Source: an optimization exercise on an open RTL-to-GDS flow (aim: small area and a short achievable clock period). Production flows keep margins and buffers that such runs may drop.
Only simulation tests tie the RTL to the original design; equivalence was not proved.
Power is estimated from default activity; no workload was simulated.

## job 6705
// core_pipe
module core_pipe (
    input  logic                  clock,
    input  logic                  reset,
    input  logic [31:0]           inst,
    input  logic [64-1:0] pc,
    input  logic                  hold,
    output logic                  wb_write_enable,
    output logic [4:0]            wb_regnum,
    output logic [64-1:0] wb_data,
    output logic                  redirect,
    output logic [64-1:0] redirect_pc,
    output logic                  reserved_inst,
    output logic                  overflow
);
Settings: LEC_CHECK=0, CAP_MARGIN=20, CORE_MARGIN=2, CORE_UTILIZATION=50, SLEW_MARGIN=20, TNS_END_PERCENT=100; clock period 11.5 ns.
standard.sh (not shown) runs the stock make flow with config.mk's settings and CLKGATE_MAP_FILE= SYNTH_SCRIPT=/design/flow/synth_recipe.tcl, a recipe that flattens the netlist after the stock synthesis.
==> flow/flow/run.sh <==
#!/bin/bash
# The standard layout (standard.sh) with the standard synthesis, and these changes:
# - the clock tree uses clkbuf_8, sink clusters of up to 12 within 60 um, and no dummy loads;
# - the port buffers are buf_4 (the repair resizes them where timing needs it).
# Each step's output goes to a log here; ORFS's own logs stay under orfs/logs.
set -euo pipefail
bash standard.sh synth > synth.log 2>&1
bash standard.sh SETUP_SLACK_MARGIN=7.45 \
  "CTS_ARGS=-sink_clustering_enable -repair_clock_nets -dont_use_dummy_load -buf_list sky130_fd_sc_hd__clkbuf_8 -sink_clustering_size 12 -sink_clustering_max_diameter 60" \
  "BUFFER_PORTS_ARGS=-buffer_cell sky130_fd_sc_hd__buf_4" \
  finish > layout.log 2>&1
Job 6705 finished every step from synthesis to the final layout, and the layout passed the timing, DRC and antenna checks.
Input changes introduced in job 2910 (baseline for comparison: job 6705):
- swapping 50 for 40 in CORE_UTILIZATION
--- outcome ---
Compared job 2910 vs job 6705, and height of the die is up in job 2910.
Changes observed in job 2910 relative to job 6705: maximum clock rate moved down, portion of total power attributed to combinational logic moved up, layout-stage area growth over the synthesis result moved up, biggest cell delay along the critical path level.
| cell count along the critical path | job 2910 vs job 6705 | 1 lower |
Job 2910 against job 6705: number of standard-cell rows in the floorplan went up; clock buffer and inverter area fraction after layout did not really move.
[inputs] job 7248 vs job 2910
- CORE_UTILIZATION now 45, was 40
--- outcome ---
- Job 7248 vs job 2910: die area down
- Of the two values seen for first element of the critical path, inst[24] was produced by job 7248 and inst[21] by job 2910.
- Job 7248 gives more relative contribution of combinational cells to total power than job 2910 did.
- ~same fmax in job 7248 and job 2910

========
core_pipe again, from the RTL that the note above started with.
Settings: LEC_CHECK=0, CAP_MARGIN=20, CORE_MARGIN=2, CORE_UTILIZATION=45, SLEW_MARGIN=20, TNS_END_PERCENT=100; clock period 11.5 ns.
==> flow/flow/run.sh <==
#!/bin/bash
# The standard layout (standard.sh) with the standard synthesis, and these changes:
# - the clock tree uses clkbuf_8, sink clusters of up to 12 within 60 um, and no dummy loads;
# - the port buffers are buf_4 (the repair resizes them where timing needs it).
# Each step's output goes to a log here; ORFS's own logs stay under orfs/logs.
set -euo pipefail
bash standard.sh synth > synth.log 2>&1
bash standard.sh SETUP_SLACK_MARGIN=7.6 \
  "CTS_ARGS=-sink_clustering_enable -repair_clock_nets -dont_use_dummy_load -buf_list sky130_fd_sc_hd__clkbuf_8 -sink_clustering_size 12 -sink_clustering_max_diameter 60" \
  "BUFFER_PORTS_ARGS=-buffer_cell sky130_fd_sc_hd__buf_4" \
  finish > layout.log 2>&1
The first run went through all stages and came out clean.
Next try:
--- a/flow/flow/run.sh
+++ b/flow/flow/run.sh
@@ -6,5 +6,5 @@
 set -euo pipefail
 bash standard.sh synth > synth.log 2>&1
-bash standard.sh SETUP_SLACK_MARGIN=7.6 \
+bash standard.sh SETUP_SLACK_MARGIN=7.8 \
   "CTS_ARGS=-sink_clustering_enable -repair_clock_nets -dont_use_dummy_load -buf_list sky130_fd_sc_hd__clkbuf_8 -sink_clustering_size 12 -sink_clustering_max_diameter 60" \
   "BUFFER_PORTS_ARGS=-buffer_cell sky130_fd_sc_hd__buf_4" \
After rerunning:
- combinational power increases by about 3%
- hold slack improves by 8.2 ps
- total power increases by 0.62%
- wire length increases by 3.5%
Next try:
--- a/flow/flow/run.sh
+++ b/flow/flow/run.sh
@@ -6,5 +6,5 @@
 set -euo pipefail
 bash standard.sh synth > synth.log 2>&1
-bash standard.sh SETUP_SLACK_MARGIN=7.8 \
+bash standard.sh SETUP_SLACK_MARGIN=7.6 \
   "CTS_ARGS=-sink_clustering_enable -repair_clock_nets -dont_use_dummy_load -buf_list sky130_fd_sc_hd__clkbuf_8 -sink_clustering_size 12 -sink_clustering_max_diameter 60" \
   "BUFFER_PORTS_ARGS=-buffer_cell sky130_fd_sc_hd__buf_4" \
--- a/flow/config.mk
+++ b/flow/config.mk
@@ -8,5 +8,5 @@
 export CAP_MARGIN = 20
 export CORE_MARGIN = 2
-export CORE_UTILIZATION = 45
+export CORE_UTILIZATION = 50
 export SLEW_MARGIN = 20
 export TNS_END_PERCENT = 100
What happened:
- clock-buffer cell count does not change
- worst setup slack gets worse by 70 ps
- total power is lower by 1.7%
- via count decreases by 3.8%
- worst hold slack is worse by 16 ps
- cell count is lower by 4.4%
- non-clock buffer count went down by 173
- fmax came out lower by 1.7%

-- port drivers added, routing unchanged --
The results above use ideal ports. As a check the final layouts listed here were re-extracted and re-timed, cells and wires unchanged. Step 1, drivers: a clkbuf_16 drives clock and a buf_2 each remaining input, both assumed. Step 2 also shifts input and output timing later by t, the mid clock arrival at the registers, as if the neighbouring blocks saw the same clock. Three values: no drivers, after step 1, after step 2; two values: the first two.
run | t (ns) | setup slack, ns | hold slack, ns | clock arrival spread, ns
job 6705 | 1.143 | 7.333 / 7.353 / 6.245 | 0.359 / 0.359 / 0.359 | 0.120 / 0.120
job 2910 | 1.067 | 7.226 / 7.286 / 6.219 | 0.386 / 0.386 / 0.386 | 0.131 / 0.130
job 7248 | 1.178 | 7.220 / 7.296 / 6.118 | 0.359 / 0.359 / 0.359 | 0.138 / 0.139
the first run of note 2 | 1.160 | 7.434 / 7.335 / 6.361 | 0.363 / 0.363 / 0.363 | 0.100 / 0.100
the second run of note 2 | 1.159 | 7.423 / 7.421 / 6.489 | 0.371 / 0.371 / 0.371 | 0.093 / 0.092
the third run of note 2 | 1.163 | 7.353 / 7.424 / 6.265 | 0.355 / 0.355 / 0.355 | 0.126 / 0.126
After both steps setup and hold are still met in every run listed. For job 7248, which loses most, drivers alone change the setup slack by +0.076 ns; drivers and shift together by -1.102 ns.
